Context: an optimization exercise on an open-source flow, tuned for small area. The choices shown serve that exercise and are no tape-out recipe. The RTL was checked by simulation tests, not by an equivalence proof against the original design. Power figures rest on the tool's default switching activity, not on a simulated workload.

==> job 4478 <==
==> flow/design.v <==
package reg_file_pkg;
    typedef enum logic [0:0] {
        ST_INIT = 1'b0,    
        ST_RUN  = 1'b1     
    } state_t;
    localparam int ZERO_REG = 0;
endpackage
module reg_file_scoreboard
#(
    parameter int DEPTH = 16
) (
    input  logic [DEPTH-1:1] pending,
    input  logic [DEPTH-1:1] a_q,
    input  logic [DEPTH-1:1] b_q,
    output logic             a_busy,
    output logic             b_busy
);
    assign a_busy = |(a_q & pending);
    assign b_busy = |(b_q & pending);
endmodule
import reg_file_pkg::*;
module reg_file_sb
#(
    parameter int DATA_WIDTH = 64,
    parameter int ADDR_WIDTH = 4,
    parameter int BYPASS     = 1
) (
    input  logic                  clk,
    input  logic                  rst,
    output logic                  ready,
    input  logic                  wena,
    input  logic [ADDR_WIDTH-1:0] waddr,
    input  logic [DATA_WIDTH-1:0] wdata,
    input  logic                  resv_en,
    input  logic [ADDR_WIDTH-1:0] resv_addr,
    input  logic [ADDR_WIDTH-1:0] r0addr,
    input  logic [ADDR_WIDTH-1:0] r1addr,
    output logic [DATA_WIDTH-1:0] r0data,
    output logic [DATA_WIDTH-1:0] r1data,
    output logic                  r0busy,
    output logic                  r1busy,
    output reg_file_pkg::state_t  state_dbg
);
    localparam int DEPTH = 1 << ADDR_WIDTH;
    logic [ADDR_WIDTH-1:0] cnt;
    logic                  rdy;
    assign rdy = &cnt;
    always_ff @(posedge clk) begin
        if (rst)       cnt <= '0;
        else if (!rdy) cnt <= cnt + 1'b1;
    end
    assign ready     = rdy;
    assign state_dbg = reg_file_pkg::state_t'(rdy);
    logic [DEPTH-1:1] w_oh, s_oh;
    always_comb begin
        for (int i = 1; i < DEPTH; i++) begin
            w_oh[i] = wena    && (waddr     == i);
            s_oh[i] = resv_en && (resv_addr == i) && rdy;
        end
    end
    logic [DATA_WIDTH-1:0] regs [1:DEPTH-1];
    logic [DEPTH-1:1]      valid;
    logic [DEPTH-1:1]      pending;
    localparam int HALF = DATA_WIDTH / 2;
    logic [DEPTH-1:1] w_lo, w_hi;
    for (genvar i = 1; i < DEPTH; i++) begin : g_we
        reg_file_and2 u_lo (.a (wena), .b (waddr == i), .y (w_lo[i]));
        reg_file_and2 u_hi (.a (wena), .b (waddr == i), .y (w_hi[i]));
    end
    always_ff @(posedge clk) begin
        for (int i = 1; i < DEPTH; i++) begin
            if (w_lo[i]) regs[i][HALF-1:0]          <= wdata[HALF-1:0];
            if (w_hi[i]) regs[i][DATA_WIDTH-1:HALF] <= wdata[DATA_WIDTH-1:HALF];
        end
    end
    always_ff @(posedge clk) begin
        if (rst || !rdy) valid <= '0;
        else             valid <= valid | w_oh;
    end
    always_ff @(posedge clk) begin
        if (rst) pending <= '0;
        else     pending <= (pending & ~w_oh) | s_oh;
    end
    logic             a_hit, b_hit, a_en, b_en, a_byp, b_byp;
    logic [DEPTH-1:1] a_q, b_q;
    assign a_hit = wena && (waddr == r0addr);
    assign b_hit = wena && (waddr == r1addr);
    assign a_en  = rdy && !a_hit;
    assign b_en  = rdy && !b_hit;
    assign a_byp = a_hit && (r0addr != '0);
    assign b_byp = b_hit && (r1addr != '0);
    always_comb begin
        for (int i = 1; i < DEPTH; i++) begin
            a_q[i] = a_en && (r0addr == i);
            b_q[i] = b_en && (r1addr == i);
        end
    end
    logic [DEPTH-1:1] a_sel_lo, a_sel_hi, b_sel_lo, b_sel_hi;
    logic             a_byp_lo, a_byp_hi, b_byp_lo, b_byp_hi;
    for (genvar i = 1; i < DEPTH; i++) begin : g_sel
        reg_file_and2 u_a_lo (.a (a_q[i]), .b (valid[i]), .y (a_sel_lo[i]));
        reg_file_and2 u_a_hi (.a (a_q[i]), .b (valid[i]), .y (a_sel_hi[i]));
        reg_file_and2 u_b_lo (.a (b_q[i]), .b (valid[i]), .y (b_sel_lo[i]));
        reg_file_and2 u_b_hi (.a (b_q[i]), .b (valid[i]), .y (b_sel_hi[i]));
    end
    reg_file_and2 u_ab_lo (.a (rdy), .b (a_byp), .y (a_byp_lo));
    reg_file_and2 u_ab_hi (.a (rdy), .b (a_byp), .y (a_byp_hi));
    reg_file_and2 u_bb_lo (.a (rdy), .b (b_byp), .y (b_byp_lo));
    reg_file_and2 u_bb_hi (.a (rdy), .b (b_byp), .y (b_byp_hi));
    reg_file_scoreboard #(.DEPTH(DEPTH)) u_sb (
        .pending (pending),
        .a_q     (a_q),
        .b_q     (b_q),
        .a_busy  (r0busy),
        .b_busy  (r1busy)
    );
    for (genvar b = 0; b < DATA_WIDTH; b++) begin : g_bit
        logic [DEPTH-1:1] col;
        for (genvar i = 1; i < DEPTH; i++) begin : g_col
            assign col[i] = regs[i][b];
        end
        reg_file_rdbit #(.N(DEPTH-1)) u_r0 (
            .sel (b < HALF ? a_sel_lo : a_sel_hi), .d (col),
            .byp (b < HALF ? a_byp_lo : a_byp_hi), .wd (wdata[b]), .y (r0data[b])
        );
        reg_file_rdbit #(.N(DEPTH-1)) u_r1 (
            .sel (b < HALF ? b_sel_lo : b_sel_hi), .d (col),
            .byp (b < HALF ? b_byp_lo : b_byp_hi), .wd (wdata[b]), .y (r1data[b])
        );
    end
endmodule
module reg_file_rdbit
#(
    parameter int N = 15
) (
    input  logic [N-1:0] sel,
    input  logic [N-1:0] d,
    input  logic         byp,
    input  logic         wd,
    output logic         y
);
    logic [4:0] t_n;    
    logic       b_n;    
    logic       lo;     
    for (genvar g = 0; g < 5; g++) begin : g_aoi
        reg_file_aoi222 u_aoi (
            .a0 (sel[3*g]),   .b0 (d[3*g]),
            .a1 (sel[3*g+1]), .b1 (d[3*g+1]),
            .a2 (sel[3*g+2]), .b2 (d[3*g+2]),
            .y  (t_n[g])
        );
    end
    reg_file_nand2 u_byp (.a (byp), .b (wd), .y (b_n));
    reg_file_nand3 u_lo  (.a (t_n[0]), .b (t_n[1]), .c (t_n[2]), .y (lo));
    reg_file_nand4b u_out (.a_n (lo), .b (t_n[3]), .c (t_n[4]), .d (b_n), .y (y));
endmodule
module reg_file_aoi222 (
    input  logic a0, b0, a1, b1, a2, b2,
    output logic y
);
    assign y = ~((a0 & b0) | (a1 & b1) | (a2 & b2));
endmodule
module reg_file_and2 (
    input  logic a, b,
    output logic y
);
    assign y = a & b;
endmodule
module reg_file_nand2 (
    input  logic a, b,
    output logic y
);
    assign y = ~(a & b);
endmodule
module reg_file_nand3 (
    input  logic a, b, c,
    output logic y
);
    assign y = ~(a & b & c);
endmodule
module reg_file_nand4b (
    input  logic a_n, b, c, d,
    output logic y
);
    assign y = ~(~a_n & b & c & d);
endmodule
==> flow/flow/run.sh <==
#!/bin/bash
# Standard layout (standard.sh) with three changes, passed as ORFS variables:
#  - port buffers use the smallest buffer (buf_1) instead of the resizer's pick
#  - CTS: clkbuf_16 only, larger sink clusters, no dummy loads
#  - after global route, downsize gates on paths with positive slack
# Each ORFS step writes its full log under orfs/logs/; make's output goes to
# standard.log.
cp standard.sh standard_sh.log
export BUFFER_PORTS_ARGS="-buffer_cell sky130_fd_sc_hd__buf_1"
export CTS_ARGS="-sink_clustering_enable -repair_clock_nets -buf_list sky130_fd_sc_hd__clkbuf_16 -sink_clustering_size 30 -sink_clustering_max_diameter 100 -dont_use_dummy_load"
export RECOVER_POWER=100
bash standard.sh > standard.log 2>&1
==> flow/standard.sh <==
#!/bin/bash
# synth_recipe.tcl (not shown) runs the flow's synth.tcl, then flattens the netlist and writes it again
# the make line also repeats each setting of config.mk as NAME=value (left out here)
make -C /OpenROAD-flow-scripts/flow DESIGN_CONFIG=/design/flow/config.mk WORK_HOME=/design/flow/orfs CLKGATE_MAP_FILE= SYNTH_SCRIPT=/design/flow/synth_recipe.tcl "${@:-finish}"
==> flow/config.mk <==
export PLATFORM = sky130hd
export DESIGN_NAME = reg_file_sb
export DESIGN_NICKNAME = reg_file_sb
export VERILOG_FILES = /design/flow/design.v
export SDC_FILE = /design/flow/constraint.sdc
export NUM_CORES = 4
export LEC_CHECK = 0
export CAP_MARGIN = 20
export CORE_MARGIN = 2
export CORE_UTILIZATION = 40
export SLEW_MARGIN = 20
export SYNTH_HIERARCHICAL = 1
==> flow/constraint.sdc <==
create_clock -name core_clock -period 7.0 [get_ports {clk}]
set_input_delay 1.4000 -clock core_clock [delete_from_list [all_inputs] [get_ports {clk}]]
set_output_delay 1.4000 -clock core_clock [all_outputs]
set_load 0.01 [all_outputs]
==> job 6025 (differences from job 4478) <==
--- a/flow/design.v
+++ b/flow/design.v
@@ -12,9 +12,14 @@
     input  logic [DEPTH-1:1] pending,
-    input  logic [DEPTH-1:1] a_q,
-    input  logic [DEPTH-1:1] b_q,
-    output logic             a_busy,
-    output logic             b_busy
+    input  logic [3:0]       lo,
+    input  logic [3:0]       hi,
+    output logic             busy
 );
-    assign a_busy = |(a_q & pending);
-    assign b_busy = |(b_q & pending);
+    logic [DEPTH-1:0] p;
+    assign p = {pending, 1'b0};
+    always_comb begin
+        busy = 1'b0;
+        for (int k = 0; k < 4; k++)
+            for (int j = 0; j < 4; j++)
+                busy = busy | (hi[k] & lo[j] & p[4*k+j]);
+    end
 endmodule
@@ -43,5 +48,5 @@
 );
-    localparam int DEPTH = 1 << ADDR_WIDTH;
-    logic [ADDR_WIDTH-1:0] cnt;
-    logic                  rdy;
+    localparam int DEPTH = 16;
+    logic [3:0] cnt;
+    logic       rdy;
     assign rdy = &cnt;
@@ -53,34 +58,4 @@
     assign state_dbg = reg_file_pkg::state_t'(rdy);
-    logic [DEPTH-1:1] w_oh, s_oh;
-    always_comb begin
-        for (int i = 1; i < DEPTH; i++) begin
-            w_oh[i] = wena    && (waddr     == i);
-            s_oh[i] = resv_en && (resv_addr == i) && rdy;
-        end
-    end
-    logic [DATA_WIDTH-1:0] regs [1:DEPTH-1];
-    logic [DEPTH-1:1]      valid;
-    logic [DEPTH-1:1]      pending;
-    localparam int HALF = DATA_WIDTH / 2;
-    logic [DEPTH-1:1] w_lo, w_hi;
-    for (genvar i = 1; i < DEPTH; i++) begin : g_we
-        reg_file_and2 u_lo (.a (wena), .b (waddr == i), .y (w_lo[i]));
-        reg_file_and2 u_hi (.a (wena), .b (waddr == i), .y (w_hi[i]));
-    end
-    always_ff @(posedge clk) begin
-        for (int i = 1; i < DEPTH; i++) begin
-            if (w_lo[i]) regs[i][HALF-1:0]          <= wdata[HALF-1:0];
-            if (w_hi[i]) regs[i][DATA_WIDTH-1:HALF] <= wdata[DATA_WIDTH-1:HALF];
-        end
-    end
-    always_ff @(posedge clk) begin
-        if (rst || !rdy) valid <= '0;
-        else             valid <= valid | w_oh;
-    end
-    always_ff @(posedge clk) begin
-        if (rst) pending <= '0;
-        else     pending <= (pending & ~w_oh) | s_oh;
-    end
-    logic             a_hit, b_hit, a_en, b_en, a_byp, b_byp;
-    logic [DEPTH-1:1] a_q, b_q;
+    logic       a_hit, b_hit, a_en, b_en, a_byp, b_byp;
+    logic [3:0] w_lo, w_hi, s_lo, s_hi, a_lo, a_hi, b_lo, b_hi;
     assign a_hit = wena && (waddr == r0addr);
@@ -91,27 +66,47 @@
     assign b_byp = b_hit && (r1addr != '0);
-    always_comb begin
+    assign w_lo = {4{wena}}          & (4'b0001 << waddr[1:0]);
+    assign w_hi =                      (4'b0001 << waddr[3:2]);
+    assign s_lo = {4{resv_en & rdy}} & (4'b0001 << resv_addr[1:0]);
+    assign s_hi =                      (4'b0001 << resv_addr[3:2]);
+    assign a_lo = {4{a_en}}          & (4'b0001 << r0addr[1:0]);
+    assign a_hi =                      (4'b0001 << r0addr[3:2]);
+    assign b_lo = {4{b_en}}          & (4'b0001 << r1addr[1:0]);
+    assign b_hi =                      (4'b0001 << r1addr[3:2]);
+    logic [DATA_WIDTH-1:0] regs [1:DEPTH-1];
+    logic [DEPTH-1:1]      valid;
+    logic [DEPTH-1:1]      pending;
+    localparam int HALF = DATA_WIDTH / 2;
+    logic [DEPTH-1:1] we_lo, we_hi;
+    logic [DEPTH-1:1] a_sel_lo, a_sel_hi, b_sel_lo, b_sel_hi;
+    for (genvar i = 1; i < DEPTH; i++) begin : g_reg
+        reg_file_and2 u_we_lo (.a (w_lo[i%4]), .b (w_hi[i/4]), .y (we_lo[i]));
+        reg_file_and2 u_we_hi (.a (w_lo[i%4]), .b (w_hi[i/4]), .y (we_hi[i]));
+        reg_file_and3 u_a_lo (.a (a_lo[i%4]), .b (a_hi[i/4]), .c (valid[i]), .y (a_sel_lo[i]));
+        reg_file_and3 u_a_hi (.a (a_lo[i%4]), .b (a_hi[i/4]), .c (valid[i]), .y (a_sel_hi[i]));
+        reg_file_and3 u_b_lo (.a (b_lo[i%4]), .b (b_hi[i/4]), .c (valid[i]), .y (b_sel_lo[i]));
+        reg_file_and3 u_b_hi (.a (b_lo[i%4]), .b (b_hi[i/4]), .c (valid[i]), .y (b_sel_hi[i]));
+    end
+    always_ff @(posedge clk) begin
         for (int i = 1; i < DEPTH; i++) begin
-            a_q[i] = a_en && (r0addr == i);
-            b_q[i] = b_en && (r1addr == i);
+            if (we_lo[i]) regs[i][HALF-1:0]          <= wdata[HALF-1:0];
+            if (we_hi[i]) regs[i][DATA_WIDTH-1:HALF] <= wdata[DATA_WIDTH-1:HALF];
         end
     end
-    logic [DEPTH-1:1] a_sel_lo, a_sel_hi, b_sel_lo, b_sel_hi;
-    logic             a_byp_lo, a_byp_hi, b_byp_lo, b_byp_hi;
-    for (genvar i = 1; i < DEPTH; i++) begin : g_sel
-        reg_file_and2 u_a_lo (.a (a_q[i]), .b (valid[i]), .y (a_sel_lo[i]));
-        reg_file_and2 u_a_hi (.a (a_q[i]), .b (valid[i]), .y (a_sel_hi[i]));
-        reg_file_and2 u_b_lo (.a (b_q[i]), .b (valid[i]), .y (b_sel_lo[i]));
-        reg_file_and2 u_b_hi (.a (b_q[i]), .b (valid[i]), .y (b_sel_hi[i]));
+    always_ff @(posedge clk) begin
+        for (int i = 1; i < DEPTH; i++) begin
+            valid[i]   <= !rst && rdy && (valid[i] || we_lo[i]);
+            pending[i] <= !rst && ((pending[i] && !we_lo[i]) || (s_lo[i%4] && s_hi[i/4]));
+        end
     end
-    reg_file_and2 u_ab_lo (.a (rdy), .b (a_byp), .y (a_byp_lo));
-    reg_file_and2 u_ab_hi (.a (rdy), .b (a_byp), .y (a_byp_hi));
-    reg_file_and2 u_bb_lo (.a (rdy), .b (b_byp), .y (b_byp_lo));
-    reg_file_and2 u_bb_hi (.a (rdy), .b (b_byp), .y (b_byp_hi));
-    reg_file_scoreboard #(.DEPTH(DEPTH)) u_sb (
-        .pending (pending),
-        .a_q     (a_q),
-        .b_q     (b_q),
-        .a_busy  (r0busy),
-        .b_busy  (r1busy)
+    reg_file_scoreboard #(.DEPTH(DEPTH)) u_sb0 (
+        .pending (pending), .lo (a_lo), .hi (a_hi), .busy (r0busy)
     );
+    reg_file_scoreboard #(.DEPTH(DEPTH)) u_sb1 (
+        .pending (pending), .lo (b_lo), .hi (b_hi), .busy (r1busy)
+    );
+    logic a_byp_lo, a_byp_hi, b_byp_lo, b_byp_hi;
+    reg_file_and2 u_ab_lo (.a (a_byp), .b (rdy), .y (a_byp_lo));
+    reg_file_and2 u_ab_hi (.a (a_byp), .b (rdy), .y (a_byp_hi));
+    reg_file_and2 u_bb_lo (.a (b_byp), .b (rdy), .y (b_byp_lo));
+    reg_file_and2 u_bb_hi (.a (b_byp), .b (rdy), .y (b_byp_hi));
     for (genvar b = 0; b < DATA_WIDTH; b++) begin : g_bit
@@ -186 +181,7 @@
 endmodule
+module reg_file_and3 (
+    input  logic a, b, c,
+    output logic y
+);
+    assign y = a & b & c;
+endmodule
==> flow/flow/run.sh (replaced) <==
#!/bin/bash
# Standard layout (standard.sh) with these changes, passed as ORFS variables:
#  - before global placement, flow/upsize.tcl gives the small AND gates that
#    drive the read selects and write enables (fanout >= 12) x2 strength
#  - port buffers use the smallest buffer (buf_1) instead of the resizer's pick
cp standard.sh standard_sh.log
export PRE_GLOBAL_PLACE_TCL="$(pwd)/flow/upsize.tcl"
export BUFFER_PORTS_ARGS="-buffer_cell sky130_fd_sc_hd__buf_1"
export CTS_ARGS="-sink_clustering_enable -repair_clock_nets -buf_list sky130_fd_sc_hd__clkbuf_16 -sink_clustering_size 30 -sink_clustering_max_diameter 100 -dont_use_dummy_load"
bash standard.sh > standard.log 2>&1
==> flow/flow/upsize.tcl (new file) <==
# Upsize small drivers of high-fanout nets (read selects, write enables)
# to the x2 strength of the same cell, before global placement.
set n 0
foreach inst [[ord::get_db_block] getInsts] {
  set m [[$inst getMaster] getName]
  if {![regexp {^sky130_fd_sc_hd__(and2|and3)_[01]$} $m -> base]} continue
  foreach it [$inst getITerms] {
    if {[$it isOutputSignal] && [$it getNet] ne "NULL"} {
      set fo [expr {[llength [[$it getNet] getITerms]] - 1}]
      if {$fo >= 12} {
        replace_cell [$inst getName] sky130_fd_sc_hd__${base}_2
        incr n
      }
    }
  }
}
puts "upsize.tcl: upsized $n drivers"
- GPL_TIMING_DRIVEN: unset -> 0
==> notes <==
- In job 6025 the clock skew is lower than in job 4478, by 0.011 ns.
- In job 6025 the hold slack is worse than in job 4478, by 0.0035 ns.
- Job 6025 went through all stages and came out clean. Job 4478 completed, yet does not pass: max-capacitance violations, max-slew violations.
- Sequential cell count is the same in job 4478 and job 6025.
- Of job 6025 and job 4478, job 4478 has the higher non-clock buffer count (gap 91).
- Die area: job 4478 is larger than job 6025 (about 1.2%).
- Against job 6025, the register-to-register slack of job 4478 is lower by 0.55 ns.
- In job 6025 the power is smaller than in job 4478, by about 0.8%.

## separate check: timing with driven ports
Ports are ideal in the flow. The routed layouts listed here were re-timed in OpenROAD.
Step 1 assumes that a clkbuf_16 drives the clock port and a buf_2 every other input.
Step 2 moves the port delays by t, midway between the first and last clock arrival at a register: inputs arrive t later, outputs are due t later. That takes back most of the time a late clock gives input paths.
a / b / c = no drivers / after step 1 / after step 2; a / b = the first two.
run	t (ns)	slack for setup (ns)	worst hold slack (ns)	worst setup path at the end	clock arrival spread, ns
job 4478	0.692	0.283 / 0.248 / 0.248	0.513 / 0.513 / 0.513	input to output	0.092 / 0.092
job 6025	0.663	0.472 / 0.441 / 0.441	0.510 / 0.510 / 0.510	input to output	0.091 / 0.091
For job 4478, which loses most, drivers alone change the setup slack by -0.035 ns; drivers and shift together by -0.035 ns.
